What follows belongs to an exercise in optimizing a design on an open flow for small area, a short achievable clock period and few clock cycles; a production flow would make more cautious choices.
At most, simulation tests tie the RTL to the original design; equivalence was not proved.
The RTL of runs 5 and 6 was laid out without a check of its function.

[flow/design.v]
module micro_ucr_hash_multi #(
    parameter int K   = 4,
    parameter int CUT = 20
) (
    input  logic        clk,
    input  logic        reset_n,
    input  logic        inicio,
    input  logic [95:0] bloque_datos,
    input  logic [31:0] nonce_inicial,
    input  logic [31:0] nonce_limite,
    input  logic [7:0]  target,
    output logic [23:0] bounty,
    output logic [31:0] nonce_ganador,
    output logic        terminado,
    output logic        agotado,
    output logic        ocupado,
    output logic [31:0] intentos
);
    localparam int NC = 1 << K;
    localparam int HB = 32 - K;
    localparam logic [31:0] PCW = (32'd1 << 15) | (32'd1 << 18) | (32'd1 << 21) |
                                  (32'd1 << 24) | (32'd1 << 27) | (32'd1 << 29) |
                                  (32'd1 << 30);
    typedef logic [7:0] byte_t;
    function automatic logic [255:0] sched(input logic [95:0] blk, input logic [31:0] n);
        byte_t w [32];
        for (int j = 0; j < 12; j++) w[j] = blk[95-8*j -: 8];
        for (int j = 0; j < 4; j++) w[12+j] = n[31-8*j -: 8];
        for (int j = 16; j < 32; j++) w[j] = w[j-3] | (w[j-9] ^ w[j-14]);
        for (int j = 0; j < 32; j++) sched[255-8*j -: 8] = w[j];
    endfunction
    function automatic byte_t wof(input logic [255:0] w, input int j);
        wof = w[255-8*j -: 8];
    endfunction
    function automatic byte_t kof(input int j);
        kof = (j <= 16) ? 8'h99 : 8'hA1;
    endfunction
    function automatic byte_t yv(input byte_t c3, input byte_t c2);
        yv = (c3 << 4) ^ c2 ^ (c2 << 4);
    endfunction
    function automatic byte_t addx(input byte_t l, input byte_t y, input byte_t wk);
        byte_t e;
        logic  cy, p;
        e  = y ^ wk;
        cy = 1'b0;
        for (int i = 0; i < 8; i++) begin
            p       = l[i] ^ e[i];
            addx[i] = l[i] ^ (e[i] ^ cy);
            cy      = p ? cy : wk[i];
        end
    endfunction
    function automatic byte_t chw(input byte_t wz, input byte_t wo, input int gi);
        chw = wz;
        for (int b = 0; b < K; b++) if ((gi >> b) & 1) chw[b] = wo[b];
    endfunction
    logic          busy_q, found_q, exh_q;
    logic [95:0]   blk_q;
    logic [HB-1:0] limh_q;
    logic [K-1:0]  liml_q, inil_q;
    logic [7:0]    tgt_q;
    logic [HB-1:0] base1_q;
    logic          first1_q;
    logic [NC-1:0] val1;
    logic          last1;
    always_comb begin
        for (int i = 0; i < NC; i++)
            val1[i] = ((base1_q < limh_q) || (base1_q == limh_q && K'(i) <= liml_q))
                      && (!first1_q || K'(i) >= inil_q);
        last1 = (base1_q >= limh_q);
    end
    logic [255:0] wz1, wo1;
    assign wz1 = sched(blk_q, {base1_q, {K{1'b0}}});
    assign wo1 = sched(blk_q, {base1_q, {K{1'b1}}});
    byte_t cs12, cs13, cs14, cs16;
    always_comb begin
        byte_t cs [17];
        cs[0] = 8'h88 + 8'(wof(wz1, 0) + 8'h99);
        cs[1] = 8'h97 + 8'(wof(wz1, 1) + 8'h99);
        cs[2] = addx(8'(8'hE0 ^ cs[0] ^ (cs[0] << 4)), 8'h00, 8'(wof(wz1, 2) + 8'h99));
        for (int j = 3; j <= 16; j++) begin
            if (j == 15) cs[j] = '0;
            else cs[j] = addx(yv(cs[j-3], cs[j-2]), 8'h00, 8'(wof(wz1, j) + 8'h99));
        end
        cs12 = cs[12]; cs13 = cs[13]; cs14 = cs[14]; cs16 = cs[16];
    end
    byte_t         wz2 [CUT+1:31];
    byte_t         wo2 [CUT+1:31];
    logic [HB-1:0] base2_q;
    logic [NC-1:0] val2_q;
    logic          last2_q, v2_q;
    always_ff @(posedge clk) begin
        for (int j = CUT + 1; j <= 31; j++) begin
            if (PCW[j]) begin
                wz2[j] <= wof(wz1, j);
                wo2[j] <= wof(wo1, j);
            end else if (j == 31) begin
                wz2[j] <= 8'(wof(wz1, j) + 8'h9F);
                wo2[j] <= 8'(wof(wz1, j) + 8'h9F);
            end else begin
                wz2[j] <= 8'(wof(wz1, j) + kof(j));
                wo2[j] <= 8'(wof(wz1, j) + kof(j));
            end
        end
    end
    logic [23:0] hch [NC];
    byte_t       a31 [NC];
    genvar gi;
    generate
        for (gi = 0; gi < NC; gi++) begin : ch
            byte_t q1, q2, q3;        
            always_comb begin
                byte_t c15, p1, p2, p3, c, wk;
                c15 = addx(yv(cs12, cs13), 8'h00,
                           8'(chw(wof(wz1, 15), wof(wo1, 15), gi) + 8'h99));
                p3 = c15; p2 = cs16;
                c  = addx(cs16, yv(cs14, c15), 8'(wof(wz1, 17) + 8'hA1));
                p1 = c;
                for (int j = 18; j <= CUT; j++) begin
                    if (PCW[j]) wk = 8'(chw(wof(wz1, j), wof(wo1, j), gi) + 8'hA1);
                    else        wk = 8'(wof(wz1, j) + 8'hA1);
                    c  = addx(p1, yv(p3, p2), wk);
                    p3 = p2; p2 = p1; p1 = c;
                end
                q1 = p1; q2 = p2; q3 = p3;
            end
            logic [7:0] s1, s2;
            logic [3:0] s3;
            always_ff @(posedge clk) begin
                s1 <= q1; s2 <= q2; s3 <= q3[3:0];
            end
            always_comb begin
                byte_t p1, p2, p3, c, wk;
                p1 = s1; p2 = s2; p3 = {4'h0, s3};
                for (int j = CUT + 1; j <= 30; j++) begin
                    if (PCW[j]) wk = 8'(chw(wz2[j], wo2[j], gi) + 8'hA1);
                    else        wk = wz2[j];
                    c  = addx(p1, yv(p3, p2), wk);
                    p3 = p2; p2 = p1; p1 = c;
                end
                a31[gi] = (p2 << 4) ^ p1;
                hch[gi] = {8'(a31[gi] + 8'h01), p1[3:0] ^ 4'h8, 4'h9,
                           8'((yv(p3, p2) ^ p1) + wz2[31])};
            end
        end
    endgenerate
    logic [7:0]    t1;
    logic          t_ff, t_nz;
    logic [NC-1:0] hit, one;
    assign t1   = tgt_q - 8'd1;
    assign t_ff = (tgt_q == 8'hFF);
    assign t_nz = (tgt_q != 8'h00);
    always_comb begin
        for (int i = 0; i < NC; i++)
            hit[i] = v2_q && val2_q[i] &&
                     (t_ff || (t_nz && ((a31[i] < t1) || (a31[i] == 8'hFF))));
    end
    logic [K-1:0] widx;
    logic [23:0]  whash;
    logic         any_hit;
    always_comb begin
        logic seen;
        seen  = 1'b0;
        widx  = '0;
        whash = '0;
        for (int i = 0; i < NC; i++) begin
            one[i] = hit[i] && !seen;
            seen   = seen || hit[i];
            widx   = widx | ({K{one[i]}} & K'(i));
            whash  = whash | ({24{one[i]}} & hch[i]);
        end
        any_hit = seen;
    end
    logic cargar, ganar, agotar;
    assign cargar = inicio;
    assign ganar  = busy_q && !inicio && any_hit;
    assign agotar = busy_q && !inicio && !any_hit && v2_q && last2_q;
    always_ff @(posedge clk) begin
        if (!reset_n) begin
            busy_q  <= 1'b0;
            found_q <= 1'b0;
            exh_q   <= 1'b0;
        end else if (cargar) begin
            busy_q  <= 1'b1;
            found_q <= 1'b0;
            exh_q   <= 1'b0;
        end else if (ganar) begin
            busy_q  <= 1'b0;
            found_q <= 1'b1;
        end else if (agotar) begin
            busy_q  <= 1'b0;
            exh_q   <= 1'b1;
        end
    end
    always_ff @(posedge clk) begin
        if (cargar) begin
            blk_q    <= bloque_datos;
            limh_q   <= nonce_limite[31:K];
            liml_q   <= nonce_limite[K-1:0];
            inil_q   <= nonce_inicial[K-1:0];
            tgt_q    <= target;
            base1_q  <= nonce_inicial[31:K];
            first1_q <= 1'b1;
        end else if (busy_q) begin
            if (!last1) base1_q <= base1_q + HB'(1);
            first1_q <= 1'b0;
        end
    end
    always_ff @(posedge clk) begin
        if (!reset_n || cargar) v2_q <= 1'b0;
        else if (busy_q)        v2_q <= 1'b1;
        base2_q <= base1_q;
        val2_q  <= val1;
        last2_q <= last1;
    end
    logic [23:0]   bounty_q;
    logic [K-1:0]  idx_q;
    logic [HB-1:0] nwin_q;
    always_ff @(posedge clk) begin
        if (busy_q) begin
            bounty_q <= {whash[23:12], any_hit, 2'b00, any_hit, whash[7:0]};
            idx_q    <= widx;
            nwin_q   <= base2_q;
        end
    end
    assign bounty        = bounty_q;
    assign nonce_ganador = {nwin_q & {HB{!exh_q}}, idx_q};
    assign ocupado       = busy_q;
    assign terminado     = found_q;
    assign agotado       = exh_q;
    assign intentos      = '0;
endmodule
[flow/run.sh]
#!/bin/bash
# synth_recipe.tcl (not shown) runs the flow's synth.tcl, then flattens the netlist and writes it again
# the make line also repeats each setting of config.mk as NAME=value (left out here)
make -C /OpenROAD-flow-scripts/flow DESIGN_CONFIG=/design/flow/config.mk WORK_HOME=/design/flow/orfs CLKGATE_MAP_FILE= SYNTH_SCRIPT=/design/flow/synth_recipe.tcl finish
[flow/config.mk]
export PLATFORM = sky130hd
export DESIGN_NAME = micro_ucr_hash_multi
export DESIGN_NICKNAME = micro_ucr_hash_multi
export VERILOG_FILES = /design/flow/design.v
export SDC_FILE = /design/flow/constraint.sdc
export NUM_CORES = 4
export LEC_CHECK = 0
export CAP_MARGIN = 30
export CORE_MARGIN = 2
export CORE_UTILIZATION = 40
export SLEW_MARGIN = 30
[flow/constraint.sdc]
create_clock -name core_clock -period 30.0 [get_ports {clk}]
set_input_delay 6.0000 -clock core_clock [delete_from_list [all_inputs] [get_ports {clk}]]
set_output_delay 6.0000 -clock core_clock [all_outputs]
set_load 0.01 [all_outputs]
==> impl_metrics.tcl, run 1 <==
set metrics [dict create \
    min_path_type "reg2reg" \
    synth_area_leaders "xnor2_1 (33%), xor2_1 (11%), dfxtp_1 (7.5%)" \
    setup.worst_path.end_class "register" \
    synthDominantCellAreaShare 0.3332 \
    cts_tree "built" \
    start_kind "register" \
    grt_pass1_vias 79982 \
    cts.path.max_buffers 3 \
    grt_use_met3 0.06863 \
    hold_buffers 0 \
    fill_cells 23462 \
    place.gp.congestion 1.044 \
    antenna_found_initial 28 \
    rows 179 \
    worstPathBufferInverterCount 1 \
    syn-instance-count 10843 \
    route.vias.total 83391 \
    drive_above_1_share 0.08247 \
    drv_cap 0 \
    min_period_over_period 0.4175 \
    outcome "no timing/DRC/antenna violations" \
    yosysSeqAreaShare 0.1441 \
    yosysMostFrequentCell "xnor2_1" \
    critPathArrivalTime_ps 12960 \
    grt_max_degree 116 \
    ys_seq_elements 581 \
    cp.required_ps 30440 \
    netlist_top_cells_count "xnor2_1 (3655), xor2_1 (1237), nand2_1 (525), nor2_1 (506), a21oi_1 (469)" \
    die_y_um 494.1 \
    ant_nets 0 \
    synth_edf_count 221 \
    final_cell_count_no_fill 14415 \
    viasPerCell 5.785 \
    finalSetupViolCount 0 \
    cts_setup_buffers 0 \
    fin_crit_ps 12530 \
    cpPeakStageDelay_ps 810 \
    htreeDepth 3 \
    relSlewSlack 0.2152 \
    nNetsFinal 11695 \
    initial_core_util 0.4032 \
    core-area_sq_mm 0.2383 \
    grt_pass1_wl_mm 694.2 \
    route.detailed.drc 0 \
    skew_ps 49.42 \
    wire_per_inst_um 36.15 \
    place_inst 14263 \
    pin_count 262 \
    portBuffers 227 \
    criticalPathCategory "reg2reg" \
    dieArea_sq_mm 0.2441 \
    slew_viol_final 0 \
    grt_overflow 0 \
    syn_area_per_cell_sq_um 8.861 \
    fmax_mhz 79.84 \
    clk_root_buffer_cell "clkbuf_16" \
    rsz0062_at_grt "false" \
    met2_usage 0.6474 \
    wirelength_mm 521.1 \
    grt_use_met1 0.5086 \
    clk_pin_slew_ps 60 \
    tns_ps 0 \
    cts_resized 0 \
    syn-cell-area_sq_mm 0.09608 \
    critPathMaxFanout 23 \
    top_usage_layer "met2" \
    synth_cell_types 131 \
    numCtsBuffers 72 \
    yosys_warnings 8 \
    firstDrtPassIters 6 \
    worst_pin_slew_ps 1169 \
    area_growth_pct 11.65 \
    groute.usage.overall 0.4135 \
    drtIter0Drc 9205 \
    yosysTopAreaCell "xnor2_1" \
    clkLatencyLatePin_ps 740 \
    ys_async_sr_fraction 0 \
    path_delay_family "XOR/XNOR gates" \
    place_hpwl_mm 449.6 \
    cts.sinks 581 \
    crit_slowest_cell "a21oi_1" \
    worst_path_most_repeated_cell "xnor2_1" \
    synth_top_flop_cell "dfxtp_1" \
    die_w_um 494.1 \
    hold_viol 0 \
]
cells in the final DEF, fill, tap and decap left out, types with 226 or more instances in the layout:
cell type,Yosys,final
clkdlybuf4s50_1,0,226
xor2_1,1237,1206
inv_1,339,338
xnor2_1,3655,3592
ha_1,350,350
a21oi_1,469,468
buf_4,43,390
nor2_1,506,503
maj3_1,411,411
mux2i_1,229,229
nand2_1,525,525
o21ai_0,290,285
dfxtp_1,360,341
sequential cells by signal (all words and copies together) (netlist names):
register,cells
base1_q,28
base2_q,28
blk_q,96
bounty_q,21
busy_q,1
ch.s1,94
ch.s2,94
ch.s3,30
exh_q,1
first1_q,1
found_q,1
idx_q,4
inil_q,4
last2_q,1
limh_q,28
liml_q,4
nwin_q,28
tgt_q,8
v2_q,1
val2_q,16
wo2,4
wz2,88
logic make-up after synthesis:
| group | synth area share |
|---|---|
| AOI/OAI and AO/OA | 0.09416 |
| xor gates and xnor gates | 0.5157 |
| adders and majority gates | 0.09192 |
| buffers and inverters | 0.03227 |
| DFF | 0.1441 |
| muxes | 0.03440 |
| other | 0.00007816 |
| and+or+nand+nor | 0.08740 |
per-stage QoR:
stage	hold WS, ps	instance area, sq um	setup slack (ps)	util
6_report	384.0	107300	17470	0.4502
5_1_grt	387.6	107200	17340	0.4500
4_1_cts	371.3	107100	17660	0.4496
3_5_place_dp	388.7	104600	17700	0.4389
3_3_place_gp	388.1	104300	16790	0.4377
2_1_floorplan	368.6	96220	21050	-
per-layer routing:
metal	part of all wire	wire length, um	vias up
met2	0.44	228000	4415
met1	0.40	206700	40810
met3	0.074	38410	1264
li1	-	-	36888
met5	0.00018	93	-
met4	0.092	47840	14
path summary, 6_finish.rpt:
kind                 endpoint  cells after the start        start  slack [ps]
setup / recovery  bounty_q[7]                     31   wz2[21][0]       17470
hold / removal     nwin_q[20]                      0  base2_q[20]         380
setup reg to reg  bounty_q[7]                     31   wz2[21][0]       17470
hold reg to reg    nwin_q[20]                      0  base2_q[20]         380
area by class of cell:
type / instances / area, sq um / area share
antenna: 19 / 47.55 / 0.0004432
clock buffer: 99 / 2081 / 0.01940
clock inverter: 34 / 455.4 / 0.004245
inverter: 364 / 1366 / 0.01274
multi-input combinational: 9532 / 80250 / 0.7481
sequential: 581 / 13870 / 0.1293
tap: 3167 / 3963 / 0.03694
timing repair buffer: 619 / 5243 / 0.04887
Testbench counts, summed over its fixed seeds: cycles 3,436.
==> inputs of run 2 (changes only) <==
--- a/flow/design.v
+++ b/flow/design.v
@@ -1,4 +1,4 @@
 module micro_ucr_hash_multi #(
-    parameter int K   = 4,
+    parameter int K   = 3,
     parameter int CUT = 20
 ) (
==> impl_metrics.tcl, run 2 <==
set metrics [dict create \
    outcome "no timing/DRC/antenna violations" \
    layout_common_cells "xnor2_1 (2176), xor2_1 (805), nand2_1 (325)" \
    grt_overflow 0 \
    cpPeakStageDelay_ps 800 \
    drive_above_1_share 0.06867 \
    clk_root_buffer_cell "clkbuf_16" \
    setup.worst_path.end_class "register" \
    clkLatencyLatePin_ps 730 \
    preCtsSetupSlack_ps 19100 \
    crit_slowest_cell "dfxtp_1" \
    synth_area_leaders "xnor2_1 (30%), xor2_1 (11%), edfxtp_1 (10%)" \
    antenna_found_initial 7 \
    fin_util 0.4462 \
    route.detailed.drc 0 \
    htreeDepth 2 \
    netlist_top_cells_count "xnor2_1 (2191), xor2_1 (808), nand2_1 (325), nor2_1 (319), maj3_1 (302)" \
    syn_area_per_cell_sq_um 9.401 \
    initial_core_util 0.4016 \
    grt_max_degree 80 \
    worst_pin_slew_ps 1072 \
    route.vias.total 49874 \
    reg_top3 "blk_q x96, wz2 x88" \
    nNetsFinal 7480 \
    place_inst 9102 \
    clk_pin_slew_ps 60 \
    firstDrtPassIters 8 \
    drv_cap 0 \
    regMostFlops "blk_q" \
    synth_top_flop_cell "dfxtp_1" \
    cts_tree "built" \
    tns_ps 0 \
    critPathArrivalTime_ps 11350 \
    pin_count 262 \
    relSlewSlack 0.2799 \
    largest_reg_flops 96 \
    die_w_um 404.8 \
    wire_per_inst_um 27.75 \
    ys_seq_elements 485 \
    yosysSeqAreaShare 0.1855 \
    syn-cell-area_sq_mm 0.06427 \
    place_hpwl_mm 215.2 \
    portBuffers 227 \
    drtIter0Drc 4844 \
    final_common_cell "xnor2_1" \
    start_kind "register" \
    fill_cells 15508 \
    yosys_warnings 8 \
    min_period_over_period 0.3649 \
    slew_viol_final 0 \
    synth_cell_types 101 \
    wirelength_mm 255.6 \
    place.gp.congestion 1.013 \
    viasPerCell 5.414 \
    area_growth_pct 11.10 \
    dieArea_sq_mm 0.1639 \
    yosysTopAreaCell "xnor2_1" \
    rows 147 \
    worstPathBufferInverterCount 1 \
    ys_async_sr_fraction 0 \
    finalSetupViolCount 0 \
    criticalPathCategory "reg2reg" \
    min_path_type "reg2reg" \
    grt_pass1_vias 48717 \
    path_delay_family "XOR/XNOR gates" \
    fin_crit_ps 10950 \
    cp.required_ps 30400 \
    synth_edf_count 221 \
    groute.usage.overall 0.3057 \
    skew_ps 84.90 \
    critPathMaxFanout 15 \
    cts.sinks 485 \
    ant_nets 0 \
    core-area_sq_mm 0.1600 \
    syn-instance-count 6836 \
    final_cell_count_no_fill 9212 \
    rsz0062_at_grt "false" \
    synthDominantCellAreaShare 0.2986 \
    hold_buffers 0 \
    die_y_um 404.8 \
    fmax_mhz 91.34 \
    setup_ws_ps 19050 \
    cts_resized 0 \
    numCtsBuffers 56 \
    yosysMostFrequentCell "xnor2_1" \
    cts_setup_buffers 0 \
    hold_viol 0 \
    grt_pass1_wl_mm 361.1 \
    cts.path.max_buffers 3 \
]
run 2: cell types whose count changed in the layout (fill, tap and decap cells not counted), sizes merged, moves of 99 or more:
cell / delta
a21o: -101
a21oi: -241
buf: -211
ha: -119
inv: -115
maj3: -99
nand2: -197
nor2: -189
o21ai: -131
xnor2: -1452
xor2: -423
run 2: logic make-up (layout without fill, tap and decap cells):
| family | Yosys count | after routing | synth area share |
|---|---|---|---|
| compound gates | 684 | 684 | 0.06505 |
| xor+xnor | 3279 | 3279 | 0.5033 |
| fa+ha+maj | 570 | 570 | 0.09904 |
| buf+inv | 506 | 756 | 0.03351 |
| flops | 485 | 485 | 0.1855 |
| mux | 195 | 195 | 0.03142 |
| other cells | 2 | 42 | 0.0001169 |
| simple gates | 1115 | 1115 | 0.08202 |
run 2: metal layers:
| metal | vias up | global-route usage | wire length, um |
|---|---|---|---|
| met5 | - | 0 | 16 |
| met4 | 2 | 0.1579 | 15320 |
| met3 | 510 | 0.03517 | 15960 |
| met2 | 2023 | 0.4988 | 116200 |
| met1 | 24226 | 0.3971 | 108100 |
| li1 | 23113 | - | - |
run 2: per-stage QoR:
step                      instance area, sq um  hold WS [ps]
final                                    71400         402.5
after CTS                                71350         403.3
after detailed placement                 69550         388.7
after floorplan                          64400         368.6
after global routing                     71390         409.4
after global placement                   69440         385.9
run 2: final cells by class:
type / instances / area [sq um] / share of cell area
clock buffers: 76 / 1568 / 0.02196
diodes: 5 / 12.51 / 0.0001752
flip-flops and latches: 485 / 11920 / 0.1670
well taps: 2086 / 2610 / 0.03656
inverters: 243 / 912.1 / 0.01278
repair buffers: 408 / 3655 / 0.05119
multi-input cells: 5880 / 50480 / 0.7070
clock inverters: 29 / 240.2 / 0.003365
run 2: worst reg2reg max path, stage by stage, from the launching register on:
cell	delay [ps]
dfxtp_1	800
clkinv_1	440
xnor3_1	580
xor3_1	760
maj3_1	600
xnor2_1	620
xor2_1	290
maj3_1	480
maj3_1	420
xnor2_1	450
mux2_2	420
xnor2_1	290
mux2i_1	470
xnor3_1	410
maj3_1	370
xor2_1	440
xnor2_1	260
ha_1	330
o21ai_0	70
a21oi_1	120
nor2_1	80
a21oi_1	470
a211o_1	560
o221a_2	300
o221ai_1	100
or4_1	530
run 2: final timing paths:
path | startpoint | to | slack, ps | cells after the start
worst max register to register | wz2[22][1] | bounty_q[2] | 19050 | 25
worst min-delay path | base2_q[21] | nwin_q[21] | 400 | 0
worst max-delay path | wz2[22][1] | bounty_q[2] | 19050 | 25
worst min register to register | base2_q[21] | nwin_q[21] | 400 | 0
Testbench counts of run 2, summed over its fixed seeds: cycles 5,343.
==> inputs of run 3 (changes only) <==
==> flow/flow/run.sh (new file) <==
#!/bin/bash
# Layout flow: the standard ORFS layout, unchanged, except that timing
# repair aims for a setup slack margin well above zero so that the resizer
# works on the paths that set the achieved period (the 30 ns clock leaves
# them with positive slack, so a zero margin repairs nothing).
set -euo pipefail
cd "$(dirname "$0")/.."
export SETUP_SLACK_MARGIN=${FLOW_SETUP_MARGIN:-23}
bash standard.sh > standard_flow.log 2>&1
==> flow/standard.sh (new file) <==
#!/bin/bash
# synth_recipe.tcl (not shown) runs the flow's synth.tcl, then flattens the netlist and writes it again
# the make line also repeats each setting of config.mk as NAME=value (left out here)
make -C /OpenROAD-flow-scripts/flow DESIGN_CONFIG=/design/flow/config.mk WORK_HOME=/design/flow/orfs CLKGATE_MAP_FILE= SYNTH_SCRIPT=/design/flow/synth_recipe.tcl "${@:-finish}"
removed: flow/run.sh
==> impl_metrics.tcl, run 3 <==
set metrics [dict create \
    ant_nets 0 \
    antenna_found_initial 8 \
    hold_viol 0 \
    grt_overflow 0 \
    multi_input_comb_area_sq_mm 0.06013 \
    clk_root_buffer_cell "clkbuf_16" \
    drv_cap 0 \
    largest_reg_flops 96 \
    reg_top3 "blk_q x96, wz2 x88" \
    ys_seq_elements 485 \
    min_path_type "reg2reg" \
    numCtsBuffers 57 \
    crit_slowest_cell "maj3_1" \
    wirelength_mm 279.1 \
    place.gp.congestion 1.012 \
    syn-cell-area_sq_mm 0.06427 \
    yosysSeqAreaShare 0.1855 \
    dieArea_sq_mm 0.1639 \
    drive_above_1_share 0.3160 \
    layout_common_cells "xnor2_1 (1679), buf_4 (751), xor2_1 (675)" \
    finalSetupViolCount 0 \
    fmax_mhz 123.8 \
    rows 147 \
    grt_max_degree 106 \
    grt_pass1_vias 53821 \
    pin_count 262 \
    start_kind "register" \
    critPathMaxFanout 5 \
    fill_cells 13994 \
    critPathArrivalTime_ps 8490 \
    clk_pin_slew_ps 60 \
    synth_edf_count 221 \
    regMostFlops "blk_q" \
    worst_path_most_repeated_cell "xnor2_1" \
    drtIter0Drc 4695 \
    cts_tree "built" \
    clkLatencyLatePin_ps 740 \
    htreeDepth 2 \
    grt_pass1_wl_mm 389.4 \
    yosysTopAreaCell "xnor2_1" \
    syn-instance-count 6836 \
    fin_crit_ps 8076 \
    synth_area_leaders "xnor2_1 (30%), xor2_1 (11%), edfxtp_1 (10%)" \
    yosysMostFrequentCell "xnor2_1" \
    tns_ps 0 \
    reg2reg_slack_ps 21920 \
    yosys_warnings 8 \
    skew_ps 90.68 \
    place_hpwl_mm 221.0 \
    synthDominantCellAreaShare 0.2986 \
    initial_core_util 0.4016 \
    syn_area_per_cell_sq_um 9.401 \
    cts.sinks 485 \
    die_w_um 404.8 \
    route.vias.total 54231 \
    core-area_sq_mm 0.1600 \
    path_delay_family "XOR/XNOR gates" \
    firstDrtPassIters 7 \
    cpPeakStageDelay_ps 420 \
    portBuffers 227 \
    worst_pin_slew_ps 1188 \
    cp.required_ps 30410 \
    criticalPathCategory "reg2reg" \
    wire_per_inst_um 28.02 \
    netlist_top_cells_count "xnor2_1 (2191), xor2_1 (808), nand2_1 (325), nor2_1 (319), maj3_1 (302)" \
    worstPathBufferInverterCount 6 \
    whs_ps 396.9 \
    die_y_um 404.8 \
    min_period_over_period 0.2692 \
    synth_cell_types 101 \
    relSlewSlack 0.2023 \
    setup.worst_path.end_class "register" \
    rsz0062_at_grt "true" \
    nNetsFinal 8230 \
    ys_async_sr_fraction 0 \
    final_common_cell "xnor2_1" \
    cts.path.max_buffers 3 \
    viasPerCell 5.443 \
    route.detailed.drc 0 \
    groute.usage.overall 0.3303 \
    slew_viol_final 0 \
    synth_top_flop_cell "dfxtp_1" \
    outcome "no timing/DRC/antenna violations" \
    area_growth_pct 36.79 \
    final-seq-area_sq_mm 0.01197 \
]
run 3: layout make-up:
type | count | share of cell area
Inverter | 243 | 0.01059
Sequential cell | 485 | 0.1362
Clock inverter | 34 | 0.005508
Multi-Input combinational cell | 5887 | 0.6839
Timing Repair Buffer | 1150 | 0.1163
Antenna cell | 4 | 0.0001139
Tap cell | 2086 | 0.02969
Clock buffer | 74 | 0.01769
run 3: metrics by stage:
| stage | cells | setup slack (ps) | cell area [sq um] | util |
|---|---|---|---|---|
| 2_1_floorplan | 6871 | 22520 | 66540 | - |
| 5_1_grt | 9961 | 21650 | 87910 | 0.5494 |
| 6_report | 9963 | 21920 | 87910 | 0.5494 |
| 4_1_cts | 9774 | 21940 | 84060 | 0.5253 |
| 3_5_place_dp | 9092 | 19850 | 71460 | 0.4466 |
| 3_3_place_gp | 9091 | 19870 | 71420 | 0.4463 |
run 3: repair_timing:
item,4_1_cts,5_1_grt
setup endpoints to repair,161,136
hold endpoints to repair,0,0
buffers inserted,562,183
resized for setup,1244,371
hold buffers,0,0
pin swaps,468,227
cloned,12,1
run 3: worst paths after layout:
path	start	to	depth (start not counted)
setup / recovery	wz2[22][0]	bounty_q[7]	32
hold / removal	base2_q[11]	nwin_q[11]	0
setup reg to reg	wz2[22][0]	bounty_q[7]	32
hold reg to reg	base2_q[11]	nwin_q[11]	0
run 3: cells by family after synthesis:
logic type | Yosys count | synth area share
AO/OA/AOI/OAI | 684 | 0.06505
other | 2 | 0.0001169
buffers and inverters | 506 | 0.03351
flip-flops | 485 | 0.1855
adder cells (fa/ha/maj) | 570 | 0.09904
AND/OR/NAND/NOR | 1115 | 0.08202
XOR/XNOR | 3279 | 0.5033
multiplexers | 195 | 0.03142
run 3: layer usage:
layer,vias to the layer above,routed length [um],part of all wire,global-route usage
li1,24582,-,-,-
met1,26622,111300,0.40,0.4095
met2,2259,129600,0.46,0.5491
met3,768,16880,0.060,0.03943
met4,0,21410,0.077,0.1999
met5,-,0,0,0
==> inputs of run 4 (changes only) <==
--- a/flow/flow/run.sh
+++ b/flow/flow/run.sh
@@ -6,4 +6,4 @@
 set -euo pipefail
 cd "$(dirname "$0")/.."
-export SETUP_SLACK_MARGIN=${FLOW_SETUP_MARGIN:-23}
+export SETUP_SLACK_MARGIN=${FLOW_SETUP_MARGIN:-21}
 bash standard.sh > standard_flow.log 2>&1
==> impl_metrics.tcl, run 4 <==
set metrics [dict create \
    core-area_sq_mm 0.1600 \
    outcome "no timing/DRC/antenna violations" \
    cts.path.max_buffers 3 \
    drv_cap 0 \
    crit_start "wz2[21][0]" \
    synth_edf_count 221 \
    tns_ps 0 \
    nNetsFinal 7655 \
    grt_max_degree 80 \
    hold_viol 0 \
    drtIter0Drc 4744 \
    clk_root_buffer_cell "clkbuf_16" \
    r2r_cells 29 \
    rsz0062_at_grt "true" \
    relSlewSlack 0.2619 \
    layout_common_cells "xnor2_1 (1999), xor2_1 (750), buf_4 (338)" \
    synthDominantCellAreaShare 0.2986 \
    synth_cell_types 101 \
    antenna_found_initial 6 \
    wirelength_mm 258.9 \
    regMostFlops "blk_q" \
    path_delay_family "XOR/XNOR gates" \
    setup.worst_path.end_class "register" \
    netlist_top_cells_count "xnor2_1 (2191), xor2_1 (808), nand2_1 (325), nor2_1 (319), maj3_1 (302)" \
    start_kind "register" \
    min_period_over_period 0.2982 \
    rows 147 \
    ant_nets 0 \
    largest_reg_flops 96 \
    route.detailed.drc 0 \
    numCtsBuffers 56 \
    htreeDepth 2 \
    syn-instance-count 6836 \
    cts.sinks 485 \
    wl_met3_mm 17.03 \
    fmax_mhz 111.8 \
    wire_per_inst_um 27.58 \
    fin_crit_ps 8945 \
    slew_viol_final 0 \
    initial_core_util 0.4016 \
    synth_area_leaders "xnor2_1 (30%), xor2_1 (11%), edfxtp_1 (10%)" \
    grt_overflow 0 \
    pin_count 262 \
    place_hpwl_mm 215.2 \
    place.gp.congestion 1.013 \
    worstPathBufferInverterCount 3 \
    worst_path_most_repeated_cell "xnor2_2" \
    highest_layer "met5" \
    portBuffers 227 \
    min_path_type "reg2reg" \
    worst_pin_slew_ps 1103 \
    clk_pin_slew_ps 60 \
    skew_ps 88.31 \
    yosysSeqAreaShare 0.1855 \
    criticalPathCategory "reg2reg" \
    route.met2.wl_mm 117.1 \
    grt_pass1_wl_mm 363.9 \
    wl_met1_mm 107.2 \
    ys_seq_elements 485 \
    crit_slowest_cell "xnor3_2" \
    area_growth_pct 18.19 \
    clkLatencyLatePin_ps 740 \
    r2r-start "wz2[21][0]" \
    cp.depth 29 \
    dieArea_sq_mm 0.1639 \
    syn_area_per_cell_sq_um 9.401 \
    cp.required_ps 30400 \
    synth_top_flop_cell "dfxtp_1" \
    hold_buffers 0 \
    grt_pass1_vias 49398 \
    cpPeakStageDelay_ps 610 \
    yosys_warnings 8 \
    yosysMostFrequentCell "xnor2_1" \
    die_y_um 404.8 \
    firstDrtPassIters 5 \
    groute.usage.overall 0.3079 \
    viasPerCell 5.437 \
    drive_above_1_share 0.1446 \
    cts_tree "built" \
    reg2reg_slack_ps 21060 \
    yosysTopAreaCell "xnor2_1" \
    ys_async_sr_fraction 0 \
    syn-cell-area_sq_mm 0.06427 \
    route.vias.total 51038 \
    die_w_um 404.8 \
    endpoint "bounty_q[23]" \
    reg_top3 "blk_q x96, wz2 x88" \
    r2r-end "bounty_q[23]" \
    critPathMaxFanout 29 \
    critPathArrivalTime_ps 9340 \
    final_common_cell "xnor2_1" \
    finalSetupViolCount 0 \
]
## run 4: cell types whose count changed in the layout (fill, tap and decap cells not counted), sizes merged, moves of 2 or more
cell           previous run  this run
buf                     977       354
clkinv                   16        25
diode                     4         6
bufbuf                    2         0
nand2                   331       329
bufinv                    7         0
nand4                    18        16
clkdlybuf4s50           169       226
clkinvlp                  8         2
## run 4: final cells by class
cell class | count | area [sq um]
Fill cell | 15119 | 84060
Multi-Input combinational cell | 5882 | 53520
Sequential cell | 485 | 11950
Timing Repair Buffer | 581 | 5141
Tap cell | 2086 | 2610
Clock buffer | 76 | 1568
Inverter | 243 | 913.4
Clock inverter | 29 | 240.2
Antenna cell | 6 | 15.01
## run 4: cell families after synthesis
logic type,after synthesis,synth area share
XOR/XNOR,3279,0.5033
AND/OR/NAND/NOR,1115,0.08202
AO/OA/AOI/OAI,684,0.06505
adder cells (fa/ha/maj),570,0.09904
buffers and inverters,506,0.03351
flip-flops,485,0.1855
multiplexers,195,0.03142
other,2,0.0001169
## run 4: metal layers
| layer | global-route usage | vias to the layer above |
|---|---|---|
| li1 | - | 23440 |
| met1 | 0.3981 | 24836 |
| met2 | 0.5007 | 2181 |
| met3 | 0.03470 | 579 |
| met4 | 0.1690 | 2 |
| met5 | 0 | - |
## run 4: worst min path at each step
stage	slack, ps	end	cells after the start	start
final	400	nwin_q[21]	0	base2_q[21]
after global routing	410	nwin_q[15]	0	base2_q[15]
after CTS	400	nwin_q[21]	0	base2_q[21]
after detailed placement	390	nwin_q[19]	0	base2_q[19]
after global placement	390	nwin_q[23]	0	base2_q[23]
after floorplan	370	base2_q[19]	0	base1_q[19]
## run 4: what timing repair did
item	in CTS	in global routing
cloned	2	0
endpoints found under the setup margin	63	48
hold endpoints to repair	0	0
pin swaps	43	73
resized for setup	275	234
setup buffers	71	102
## run 4: per-stage QoR
stage            util  instances  hold WS (ps)  area (sq um)  worst slack [ps]
2_1_floorplan       -       6871         368.6         64400             21430
3_3_place_gp   0.4340       9101         385.9         69440             18610
3_5_place_dp   0.4346       9102         388.7         69550             19100
4_1_cts        0.4603       9280         403.3         73660             20960
5_1_grt        0.4746       9385         409.4         75950             20810
6_report       0.4747       9388         402.6         75960             21060
==> inputs of run 5 (changes only) <==
--- a/flow/design.v
+++ b/flow/design.v
@@ -1,5 +1,5 @@
 module micro_ucr_hash_multi #(
     parameter int K   = 3,
-    parameter int CUT = 20
+    parameter int CUT = 25
 ) (
     input  logic        clk,
@@ -84,23 +84,43 @@
         cs12 = cs[12]; cs13 = cs[13]; cs14 = cs[14]; cs16 = cs[16];
     end
-    byte_t         wz2 [CUT+1:31];
-    byte_t         wo2 [CUT+1:31];
+    byte_t c15 [NC];
+    always_comb begin
+        for (int i = 0; i < NC; i++)
+            c15[i] = addx(yv(cs12, cs13), 8'h00,
+                          8'(chw(wof(wz1, 15), wof(wo1, 15), i) + 8'h99));
+    end
     logic [HB-1:0] base2_q;
     logic [NC-1:0] val2_q;
     logic          last2_q, v2_q;
-    always_ff @(posedge clk) begin
-        for (int j = CUT + 1; j <= 31; j++) begin
-            if (PCW[j]) begin
-                wz2[j] <= wof(wz1, j);
-                wo2[j] <= wof(wo1, j);
-            end else if (j == 31) begin
-                wz2[j] <= 8'(wof(wz1, j) + 8'h9F);
-                wo2[j] <= 8'(wof(wz1, j) + 8'h9F);
-            end else begin
-                wz2[j] <= 8'(wof(wz1, j) + kof(j));
-                wo2[j] <= 8'(wof(wz1, j) + kof(j));
-            end
-        end
-    end
+    logic [3:0]    c14_2;
+    byte_t         c16_2, wk17_2, w18z_2;
+    logic [K-1:0]  w18o_2;
+    byte_t         c15_2 [NC];
+    always_ff @(posedge clk) begin
+        c14_2  <= cs14[3:0];
+        c16_2  <= cs16;
+        wk17_2 <= 8'(wof(wz1, 17) + 8'hA1);
+        w18z_2 <= wof(wz1, 18);
+        w18o_2 <= wof(wo1, 18);
+        for (int i = 0; i < NC; i++) c15_2[i] <= c15[i];
+    end
+    logic [255:0] wz2, wo2;
+    assign wz2 = sched(blk_q, {base2_q, {K{1'b0}}});
+    assign wo2 = sched(blk_q, {base2_q, {K{1'b1}}});
+    byte_t        wa3, wbz3;
+    logic [K-1:0] wbo3;
+    logic [HB-1:0] base3_q;
+    logic [NC-1:0] val3_q;
+    logic          last3_q, v3_q;
+    always_ff @(posedge clk) begin
+        wa3  <= PCW[CUT+1] ? wof(wz2, CUT+1) : 8'(wof(wz2, CUT+1) + 8'hA1);
+        wbz3 <= PCW[CUT+2] ? wof(wz2, CUT+2) : 8'(wof(wz2, CUT+2) + 8'hA1);
+        wbo3 <= PCW[CUT+2] ? wof(wo2, CUT+2) : 8'(wof(wz2, CUT+2) + 8'hA1);
+    end
+    logic [K-1:0] wao3;
+    always_ff @(posedge clk) wao3 <= wof(wo2, CUT+1);
+    logic [255:0] wz3, wo3;
+    assign wz3 = sched(blk_q, {base3_q, {K{1'b0}}});
+    assign wo3 = sched(blk_q, {base3_q, {K{1'b1}}});
     logic [23:0] hch [NC];
     byte_t       a31 [NC];
@@ -110,13 +130,12 @@
             byte_t q1, q2, q3;        
             always_comb begin
-                byte_t c15, p1, p2, p3, c, wk;
-                c15 = addx(yv(cs12, cs13), 8'h00,
-                           8'(chw(wof(wz1, 15), wof(wo1, 15), gi) + 8'h99));
-                p3 = c15; p2 = cs16;
-                c  = addx(cs16, yv(cs14, c15), 8'(wof(wz1, 17) + 8'hA1));
+                byte_t p1, p2, p3, c, wk;
+                p3 = c15_2[gi]; p2 = c16_2;
+                c  = addx(c16_2, yv({4'h0, c14_2}, c15_2[gi]), wk17_2);
                 p1 = c;
                 for (int j = 18; j <= CUT; j++) begin
-                    if (PCW[j]) wk = 8'(chw(wof(wz1, j), wof(wo1, j), gi) + 8'hA1);
-                    else        wk = 8'(wof(wz1, j) + 8'hA1);
+                    if (j == 18)     wk = 8'(chw(w18z_2, {w18z_2[7:K], w18o_2}, gi) + 8'hA1);
+                    else if (PCW[j]) wk = 8'(chw(wof(wz2, j), wof(wo2, j), gi) + 8'hA1);
+                    else             wk = 8'(wof(wz2, j) + 8'hA1);
                     c  = addx(p1, yv(p3, p2), wk);
                     p3 = p2; p2 = p1; p1 = c;
@@ -133,6 +152,12 @@
                 p1 = s1; p2 = s2; p3 = {4'h0, s3};
                 for (int j = CUT + 1; j <= 30; j++) begin
-                    if (PCW[j]) wk = 8'(chw(wz2[j], wo2[j], gi) + 8'hA1);
-                    else        wk = wz2[j];
+                    if (j == CUT + 1)
+                        wk = PCW[j] ? 8'(chw(wa3, {wa3[7:K], wao3}, gi) + 8'hA1)
+                                    : wa3;
+                    else if (j == CUT + 2)
+                        wk = PCW[j] ? 8'(chw(wbz3, {wbz3[7:K], wbo3}, gi) + 8'hA1)
+                                    : wbz3;
+                    else if (PCW[j]) wk = 8'(chw(wof(wz3, j), wof(wo3, j), gi) + 8'hA1);
+                    else             wk = 8'(wof(wz3, j) + 8'hA1);
                     c  = addx(p1, yv(p3, p2), wk);
                     p3 = p2; p2 = p1; p1 = c;
@@ -140,5 +165,5 @@
                 a31[gi] = (p2 << 4) ^ p1;
                 hch[gi] = {8'(a31[gi] + 8'h01), p1[3:0] ^ 4'h8, 4'h9,
-                           8'((yv(p3, p2) ^ p1) + wz2[31])};
+                           8'((yv(p3, p2) ^ p1) + 8'(wof(wz3, 31) + 8'h9F))};
             end
         end
@@ -152,5 +177,5 @@
     always_comb begin
         for (int i = 0; i < NC; i++)
-            hit[i] = v2_q && val2_q[i] &&
+            hit[i] = v3_q && val3_q[i] &&
                      (t_ff || (t_nz && ((a31[i] < t1) || (a31[i] == 8'hFF))));
     end
@@ -174,5 +199,5 @@
     assign cargar = inicio;
     assign ganar  = busy_q && !inicio && any_hit;
-    assign agotar = busy_q && !inicio && !any_hit && v2_q && last2_q;
+    assign agotar = busy_q && !inicio && !any_hit && v3_q && last3_q;
     always_ff @(posedge clk) begin
         if (!reset_n) begin
@@ -207,9 +232,17 @@
     end
     always_ff @(posedge clk) begin
-        if (!reset_n || cargar) v2_q <= 1'b0;
-        else if (busy_q)        v2_q <= 1'b1;
+        if (!reset_n || cargar) begin
+            v2_q <= 1'b0;
+            v3_q <= 1'b0;
+        end else if (busy_q) begin
+            v2_q <= 1'b1;
+            v3_q <= v2_q;
+        end
         base2_q <= base1_q;
         val2_q  <= val1;
         last2_q <= last1;
+        base3_q <= base2_q;
+        val3_q  <= val2_q;
+        last3_q <= last2_q;
     end
     logic [23:0]   bounty_q;
@@ -220,5 +253,5 @@
             bounty_q <= {whash[23:12], any_hit, 2'b00, any_hit, whash[7:0]};
             idx_q    <= widx;
-            nwin_q   <= base2_q;
+            nwin_q   <= base3_q;
         end
     end
--- a/flow/flow/run.sh
+++ b/flow/flow/run.sh
@@ -6,4 +6,4 @@
 set -euo pipefail
 cd "$(dirname "$0")/.."
-export SETUP_SLACK_MARGIN=${FLOW_SETUP_MARGIN:-21}
+export SETUP_SLACK_MARGIN=${FLOW_SETUP_MARGIN:-22}
 bash standard.sh > standard_flow.log 2>&1
==> impl_metrics.tcl, run 5 <==
set metrics [dict create \
    critPathArrivalTime_ps 2050 \
    yosysTopAreaCell "xnor2_1" \
    crit_start "nwin_q[5]" \
    synth_edf_count 221 \
    cp.depth 2 \
    critPathMaxFanout 1 \
    synth_top_flop_cell "dfxtp_1" \
    criticalPathCategory "reg2out" \
    route.vias.total 52221 \
    r2r_cells 22 \
    wire_per_inst_um 27.74 \
    grt_pass1_wl_mm 375.6 \
    cts_tree "built" \
    crit_slowest_cell "clkdlybuf4s50_1" \
    path_delay_family "buffers and inverters" \
    slew_viol_final 0 \
    nNetsFinal 7767 \
    place_inst 9428 \
    outcome "no timing/DRC/antenna violations" \
    grt_use_met1 0.3854 \
    worstPathBufferInverterCount 1 \
    drv_cap 0 \
    ys_seq_elements 531 \
    relSlewSlack 0.2162 \
    antenna_found_initial 7 \
    firstDrtPassIters 7 \
    grt_overflow 0 \
    synth_area_leaders "xnor2_1 (31%), xor2_1 (11%), edfxtp_1 (10%)" \
    min_period_over_period 0.2685 \
    dieArea_sq_mm 0.1680 \
    grt_pass1_vias 51676 \
    synthDominantCellAreaShare 0.3070 \
    drive_above_1_share 0.08038 \
    r2r-end "bounty_q[7]" \
    ant_nets 0 \
    clk_root_buffer_cell "clkbuf_16" \
    yosysSeqAreaShare 0.1949 \
    yosys_warnings 12 \
    wirelength_mm 266.1 \
    start_kind "register" \
    die_w_um 409.9 \
    syn-cell-area_sq_mm 0.06590 \
    largest_reg_flops 96 \
    syn-instance-count 7068 \
    place_hpwl_mm 226.1 \
    netlist_top_cells_count "xnor2_1 (2310), xor2_1 (817), maj3_1 (355), nand2_1 (335), dfxtp_1 (310)" \
    final_cell_count_no_fill 9592 \
    clkLatencyLatePin_ps 730 \
    finalSetupViolCount 0 \
    final_common_cell "xnor2_1" \
    layout_common_cells "xnor2_1 (2255), xor2_1 (801), maj3_1 (354)" \
    skew_ps 99.64 \
    tns_ps 0 \
    whs_ps 326.3 \
    worst_pin_slew_ps 1165 \
    cp.required_ps 24000 \
    fin_util 0.4590 \
    fmax_mhz 124.2 \
    setup.worst_path.end_class "output pin" \
    pin_count 262 \
    die_y_um 409.9 \
    r2r-start "blk_q[0]" \
    core-area_sq_mm 0.1631 \
    syn_area_per_cell_sq_um 9.324 \
    viasPerCell 5.444 \
    met2_usage 0.5124 \
    portBuffers 227 \
    hold_viol 0 \
    yosysMostFrequentCell "xnor2_1" \
    grt_use_met3 0.03966 \
    place.gp.congestion 0.9880 \
    regMostFlops "blk_q" \
    groute.usage.overall 0.3077 \
    initial_core_util 0.4039 \
    rsz0062_at_grt "true" \
    clk_pin_slew_ps 60 \
    numCtsBuffers 61 \
    htreeDepth 2 \
    rows 148 \
    synth_cell_types 105 \
    drtIter0Drc 4360 \
    reg2reg_slack_ps 22140 \
    hold_buffers 0 \
    min_path_type "reg2reg" \
    endpoint "nonce_ganador[8]" \
    cts.sinks 531 \
    ys_async_sr_fraction 0 \
    cpPeakStageDelay_ps 570 \
    area_growth_pct 13.62 \
    top_usage_layer "met2" \
    cts.path.max_buffers 3 \
    grt_max_degree 89 \
    fin_crit_ps 8054 \
    route.detailed.drc 0 \
    crit_chain "nor2b_1 -> clkdlybuf4s50_1" \
]
-- run 5: cell count changes after synthesis, moves of 18 or more --
cell,delta
maj3_1,+53
maj3_2,-28
xnor2_2,-23
a21oi_1,-27
xnor2_1,+119
dfxtp_1,+46
nor2_1,-25
nand4_1,+23
mux2_2,-18
nor4_1,+21
a21o_1,+31
nor3_1,+30
-- run 5: stage by stage --
step / instance area [sq um] / worst slack (ps)
finish: 74880 / 21950
global route: 74870 / 21930
CTS: 74130 / 21930
detailed placement: 71470 / 20710
global placement: 71370 / 20470
floorplan: 66020 / 22060
-- run 5: worst min path at each step --
stage,cells past startpoint,endpoint,start,slack [ps]
floorplan,0,last3_q,last2_q,310
global placement,0,val3_q[4],val2_q[4],310
detailed placement,0,val3_q[5],val2_q[5],310
CTS,0,val3_q[5],val2_q[5],330
global route,0,val3_q[5],val2_q[5],330
finish,0,val3_q[1],val2_q[1],330
-- run 5: cells by family after synthesis --
family                   synth area share
other                           0.0001140
adder cells (fa/ha/maj)           0.09966
buffers and inverters             0.03138
multiplexers                      0.02679
AND/OR/NAND/NOR                   0.08836
XOR/XNOR                           0.4878
flip-flops                         0.1949
AO/OA/AOI/OAI                     0.07099
-- run 5: final cells by class --
type / count / area, sq um
clock inverters: 33 / 427.9
fillers: 15778 / 88260
repair buffers: 451 / 4029
multi-input cells: 6079 / 52180
well taps: 2175 / 2721
inverters: 238 / 908.4
diodes: 2 / 5.005
flip-flops and latches: 531 / 12850
clock buffers: 83 / 1765
-- run 5: metal layers --
layer | share of wire | wire length, um | vias to the layer above
li1 | - | - | 24196
met1 | 0.41 | 108900 | 25251
met2 | 0.46 | 122600 | 2166
met3 | 0.064 | 16980 | 602
met4 | 0.066 | 17610 | 6
met5 | 0.00011 | 30 | -
-- run 5: timing repair --
action / CTS / global route
cloned: 1 / 0
endpoints found under the setup margin: 84 / 48
setup buffers: 13 / 31
resized for setup: 75 / 72
pin swaps: 6 / 14
==> inputs of run 6 (changes only) <==
--- a/flow/config.mk
+++ b/flow/config.mk
@@ -8,4 +8,4 @@
 export CAP_MARGIN = 30
 export CORE_MARGIN = 2
-export CORE_UTILIZATION = 40
+export CORE_UTILIZATION = 55
 export SLEW_MARGIN = 30
==> impl_metrics.tcl, run 6 <==
set metrics [dict create \
    crit_slowest_cell "clkdlybuf4s50_1" \
    final_common_cell "xnor2_1" \
    hold_buffers 0 \
    highest_layer "met4" \
    fin_crit_ps 7976 \
    numCtsBuffers 58 \
    wl_met3_mm 21.87 \
    grt_overflow 0 \
    slew_viol_final 0 \
    ant_nets 0 \
    min_period_over_period 0.2659 \
    wl_met1_mm 100.4 \
    die_y_um 350.2 \
    skew_ps 69.19 \
    ys_seq_elements 531 \
    drv_cap 0 \
    grt_pass1_wl_mm 363.3 \
    hold_viol 0 \
    viasPerCell 5.937 \
    netlist_top_cells_count "xnor2_1 (2310), xor2_1 (817), maj3_1 (355), nand2_1 (335), dfxtp_1 (310)" \
    clk_pin_slew_ps 70 \
    layout_common_cells "xnor2_1 (2274), xor2_1 (801), maj3_1 (354)" \
    rows 126 \
    setup.worst_path.end_class "output pin" \
    place_hpwl_mm 215.7 \
    syn-cell-area_sq_mm 0.06590 \
    synth_cell_types 105 \
    yosysTopAreaCell "xnor2_1" \
    critPathMaxFanout 31 \
    pin_count 262 \
    area_growth_pct 11.98 \
    tns_ps 0 \
    synth_top_flop_cell "dfxtp_1" \
    largest_reg_flops 96 \
    path_delay_family "buffers and inverters" \
    ys_async_sr_fraction 0 \
    syn-instance-count 7068 \
    worstHoldStart "val2_q[1]" \
    drive_above_1_share 0.07575 \
    cp.required_ps 24000 \
    outcome "no timing/DRC/antenna violations" \
    yosysSeqAreaShare 0.1949 \
    die_w_um 350.2 \
    portBuffers 227 \
    crit_chain "buf_12 -> nor2b_4 -> clkdlybuf4s50_1" \
    worstPathBufferInverterCount 2 \
    yosysMostFrequentCell "xnor2_1" \
    critPathArrivalTime_ps 1980 \
    worst_pin_slew_ps 1099 \
    dieArea_sq_mm 0.1226 \
    synth_area_leaders "xnor2_1 (31%), xor2_1 (11%), edfxtp_1 (10%)" \
    relSlewSlack 0.2604 \
    final_cell_count_no_fill 8995 \
    clk_root_buffer_cell "clkbuf_16" \
    fmax_mhz 125.4 \
    grt_pass1_vias 51824 \
    groute.usage.overall 0.4092 \
    grt_max_degree 124 \
    cts.sinks 531 \
    crit_start "exh_q" \
    yosys_warnings 12 \
    start_kind "register" \
    route.met2.wl_mm 113.4 \
    cts.path.max_buffers 3 \
    nNetsFinal 7750 \
    synthDominantCellAreaShare 0.3070 \
    place_inst 8837 \
    route.detailed.drc 0 \
    wirelength_mm 256.5 \
    htreeDepth 2 \
    initial_core_util 0.5566 \
    wire_per_inst_um 28.51 \
    firstDrtPassIters 6 \
    syn_area_per_cell_sq_um 9.324 \
    regMostFlops "blk_q" \
    fin_util 0.6233 \
    finalSetupViolCount 0 \
    clkLatencyLatePin_ps 720 \
    r2r-start "blk_q[48]" \
    min_path_type "reg2reg" \
    antenna_found_initial 2 \
    place.gp.congestion 1.058 \
    drtIter0Drc 5498 \
    route.vias.total 53402 \
    criticalPathCategory "reg2out" \
    cpPeakStageDelay_ps 550 \
    cts_tree "built" \
    core-area_sq_mm 0.1184 \
    rsz0062_at_grt "true" \
    synth_edf_count 221 \
]
-- run 6: cell type report --
type	instances	area [sq um]
Inverter	238	909.6
Antenna cell	2	5.005
Fill cell	10190	44600
Timing Repair Buffer	437	3948
Clock inverter	28	354.1
Clock buffer	80	1712
Multi-Input combinational cell	6079	52020
Tap cell	1600	2002
Sequential cell	531	12850
-- run 6: final timing paths --
kind	endpoint	slack [ps]	cells past startpoint
worst max-delay path	nonce_ganador[21]	22020	3
worst min-delay path	val3_q[1]	320	0
worst max register to register	ch[1].s2[7]	22140	22
worst min register to register	val3_q[1]	320	0
-- run 6: logic make-up (layout without fill, tap and decap cells) --
logic type               after synthesis  count (layout)  share of synthesized area
XOR/XNOR                            3345            3345                     0.4878
AND/OR/NAND/NOR                     1186            1186                    0.08836
AO/OA/AOI/OAI                        746             747                    0.07099
adder cells (fa/ha/maj)              594             594                    0.09966
flip-flops                           531             531                     0.1949
buffers and inverters                492             783                    0.03138
multiplexers                         172             172                    0.02679
other                                  2              37                  0.0001140
-- run 6: through the flow --
stage | hold WS (ps) | setup WS, ps | area (sq um)
5_1_grt | 328.7 | 22000 | 73790
3_5_place_dp | 312.1 | 20980 | 70610
3_3_place_gp | 310.4 | 21010 | 70490
4_1_cts | 317.5 | 21930 | 73170
6_report | 315.7 | 22020 | 73800
2_1_floorplan | 309.6 | 22060 | 66020
-- run 6: worst register-to-register path, cell delays in order (launching register included) --
cell and delay [ps]:
edfxtp_1 540, xor2_1 230, buf_4 210, nor3_4 230, inv_2 160, ha_2 490, inv_1 210, maj3_1 470
xnor2_1 400, xnor3_1 540, maj3_1 430, xor2_1 380, xor2_1 250, maj3_1 500, maj3_1 440, xnor2_2 290
xnor2_1 170, mux2_2 380, maj3_1 380, xnor2_1 180, xnor2_1 450, xnor2_1 210, xnor2_1 240
-- run 6: layer usage --
layer	global-route usage	vias to the layer above
li1	-	24143
met1	0.5121	25521
met2	0.6525	2879
met3	0.06786	859
met4	0.2665	0
met5	0	-
-- run 6: what timing repair did --
action | in CTS | in global routing
resized for setup | 81 | 60
endpoints found under the setup margin | 75 | 48
pin swaps | 10 | 15
cloned | 0 | 1
setup buffers | 13 | 34
==> inputs of run 7 (changes only) <==
--- a/flow/design.v
+++ b/flow/design.v
@@ -253,9 +253,9 @@
             bounty_q <= {whash[23:12], any_hit, 2'b00, any_hit, whash[7:0]};
             idx_q    <= widx;
-            nwin_q   <= base3_q;
+            nwin_q   <= base3_q & {HB{any_hit}};
         end
     end
     assign bounty        = bounty_q;
-    assign nonce_ganador = {nwin_q & {HB{!exh_q}}, idx_q};
+    assign nonce_ganador = {nwin_q, idx_q};
     assign ocupado       = busy_q;
     assign terminado     = found_q;
--- a/flow/flow/run.sh
+++ b/flow/flow/run.sh
@@ -6,4 +6,4 @@
 set -euo pipefail
 cd "$(dirname "$0")/.."
-export SETUP_SLACK_MARGIN=${FLOW_SETUP_MARGIN:-22}
+export SETUP_SLACK_MARGIN=${FLOW_SETUP_MARGIN:-22.4}
 bash standard.sh > standard_flow.log 2>&1
==> impl_metrics.tcl, run 7 <==
set metrics [dict create \
    fmax_mhz 132.1 \
    wirelength_mm 262.6 \
    regMostFlops "blk_q" \
    netlist_top_cells_count "xnor2_1 (2345), xor2_1 (787), nand2_1 (329), maj3_1 (323), dfxtp_1 (310)" \
    htreeDepth 2 \
    yosys_warnings 12 \
    start_kind "register" \
    rows 126 \
    final_common_cell "xnor2_1" \
    grt_max_degree 75 \
    clk_pin_slew_ps 70 \
    min_period_over_period 0.2524 \
    grt_pass1_wl_mm 367.5 \
    synth_top_flop_cell "dfxtp_1" \
    worstHoldStart "val2_q[4]" \
    synth_cell_types 107 \
    nNetsFinal 7703 \
    yosysMostFrequentCell "xnor2_1" \
    slew_viol_final 0 \
    route.detailed.drc 0 \
    groute.usage.overall 0.4200 \
    relSlewSlack 0.2765 \
    grt_pass1_vias 51419 \
    cts_tree "built" \
    outcome "no timing/DRC/antenna violations" \
    cp.required_ps 30440 \
    crit_start "blk_q[2]" \
    finalSetupViolCount 0 \
    fin_crit_ps 7573 \
    wire_per_inst_um 29.56 \
    min_path_type "reg2reg" \
    tns_ps 0 \
    antenna_found_initial 2 \
    setup.worst_path.end_class "register" \
    synth_area_leaders "xnor2_1 (31%), xor2_1 (11%), edfxtp_1 (10%)" \
    critPathArrivalTime_ps 8010 \
    hold_buffers 0 \
    criticalPathCategory "reg2reg" \
    layout_common_cells "xnor2_1 (2246), xor2_1 (757), nand2_1 (329)" \
    core-area_sq_mm 0.1181 \
    pin_count 262 \
    r2r-start "blk_q[2]" \
    area_growth_pct 13.65 \
    initial_core_util 0.5546 \
    route.vias.total 53009 \
    yosysTopAreaCell "xnor2_1" \
    die_w_um 349.1 \
    ys_async_sr_fraction 0 \
    viasPerCell 5.966 \
    ys_seq_elements 531 \
    place_hpwl_mm 216.9 \
    cts.path.max_buffers 3 \
    die_y_um 349.1 \
    drv_cap 0 \
    syn_area_per_cell_sq_um 9.392 \
    rsz0062_at_grt "true" \
    firstDrtPassIters 6 \
    fill_cells 10207 \
    portBuffers 227 \
    yosysSeqAreaShare 0.1961 \
    skew_ps 82.20 \
    ant_nets 0 \
    clkLatencyLatePin_ps 730 \
    cts.sinks 531 \
    grt_overflow 0 \
    dieArea_sq_mm 0.1219 \
    clk_root_buffer_cell "clkbuf_16" \
    largest_reg_flops 96 \
    drtIter0Drc 5991 \
    numCtsBuffers 58 \
    syn-instance-count 6973 \
    worst_pin_slew_ps 1075 \
    drive_above_1_share 0.09962 \
    synth_edf_count 221 \
    place.gp.congestion 1.076 \
    critPathMaxFanout 16 \
    syn-cell-area_sq_mm 0.06549 \
    synthDominantCellAreaShare 0.3136 \
    hold_viol 0 \
]
==> run 7: cell type report <==
type / count / area [sq um] / share of cell area
antenna: 1 / 2.502 / 0.00003362
clock buffer: 80 / 1662 / 0.02232
clock inverter: 30 / 416.7 / 0.005598
inverter: 227 / 852.1 / 0.01145
multi-input combinational: 5987 / 52340 / 0.7031
sequential: 531 / 12850 / 0.1727
tap: 1536 / 1922 / 0.02582
timing repair buffer: 493 / 4388 / 0.05895
==> run 7: cell families (layout without fill, tap and decap cells) <==
logic type,after synthesis,after routing,share of synthesized area
mux,191,191,0.03020
other cells,2,36,0.0001147
compound gates,678,678,0.06379
xor+xnor,3356,3356,0.4940
simple gates,1151,1152,0.08683
fa+ha+maj,575,575,0.09763
buf+inv,489,830,0.03133
flops,531,531,0.1961
==> run 7: worst max-delay path, stage by stage (launching register included) <==
cell      delay [ps]
edfxtp_1         550
or4_1            450
or3_4            440
buf_4            170
and3_1           250
nand3_2          200
a21boi_0         160
xnor2_1          160
buf_4            240
xor2_1           860
xnor2_1          200
xnor2_1          650
xnor2_1          220
xnor3_2          530
ha_1             300
o21ai_0           70
a21oi_1           80
nor2_1           140
a21oi_1           60
buf_4            210
nand3_4          100
buf_4            170
nor4b_4           60
buf_4            160
or4_4            570
a22o_1           250
==> run 7: through the flow <==
stage                 util  hold WS [ps]  cell area, sq um  instances  setup slack, ps
floorplan                -         309.6             65620       7006            22410
detailed placement  0.5934         312.8             70070       8675            21210
CTS                 0.6193         318.7             73130       8838            22390
finish              0.6303         313.1             74430       8885            22430
global placement    0.5927         310.3             69990       8672            21270
global route        0.6303         322.9             74430       8884            22320
==> run 7: metal layers <==
metal	part of all wire	GRT usage	vias up
li1	-	-	23776
met4	0.071	0.2540	0
met5	0	0	-
met2	0.44	0.6574	2855
met1	0.39	0.5359	25656
met3	0.095	0.08069	722
==> run 7: repair_timing <==
| action | 4_1_cts | 5_1_grt |
|---|---|---|
| hold endpoints to repair | 0 | 0 |
| resized for setup | 127 | 150 |
| endpoints found under the setup margin | 98 | 108 |
| pin swaps | 22 | 31 |
| cloned | 1 | 0 |
| buffers inserted | 52 | 46 |
==> run 7: path summary, 6_finish.rpt <==
kind                                endpoint  slack [ps]  cells past startpoint
worst min register to register     val3_q[4]         310                      0
worst min-delay path               val3_q[4]         310                      0
worst max register to register  bounty_q[12]       22430                     25
worst max-delay path            bounty_q[12]       22430                     25
Testbench counts of run 7, summed over its fixed seeds: cycles 5,855.

## afterwards: timing with drivers on the ports
The results above use ideal ports. As a check the final layouts listed here were re-extracted and re-timed, cells and wires unchanged. Step 1: set_driving_cell puts a clkbuf_16 on clk and a buf_2 on each other input, an assumption about the parent block. Step 2 adds t to the input delays and takes it off the output delays; t is the mean of the earliest and latest rising clock arrival at the registers after step 1. Input paths then give back, and output paths get back, about the clock's delay inside the block. Three values: ideal ports, drivers, drivers and shift; two values: the first two.
| run | shift t [ns] | setup slack, ns | worst hold slack (ns) | cell pins on the clock port's net |
|---|---|---|---|---|
| run 1 | 0.809 | 17.474 / 17.474 / 17.474 | 0.384 / 0.384 / 0.384 | 1 |
| run 2 | 0.777 | 19.052 / 19.052 / 19.052 | 0.403 / 0.403 / 0.403 | 1 |
| run 3 | 0.778 | 21.924 / 21.924 / 21.924 | 0.397 / 0.397 / 0.397 | 1 |
| run 4 | 0.782 | 21.055 / 21.055 / 21.055 | 0.403 / 0.403 / 0.403 | 1 |
| run 5 | 0.772 | 21.946 / 21.859 / 22.143 | 0.326 / 0.326 / 0.326 | 1 |
| run 6 | 0.770 | 22.024 / 21.940 / 21.683 | 0.316 / 0.316 / 0.316 | 1 |
| run 7 | 0.762 | 22.427 / 22.364 / 22.123 | 0.313 / 0.313 / 0.313 | 1 |
After both steps every run listed still meets setup and hold. For run 6, which loses most, drivers alone change the setup slack by -0.084 ns; drivers and shift together by -0.341 ns.
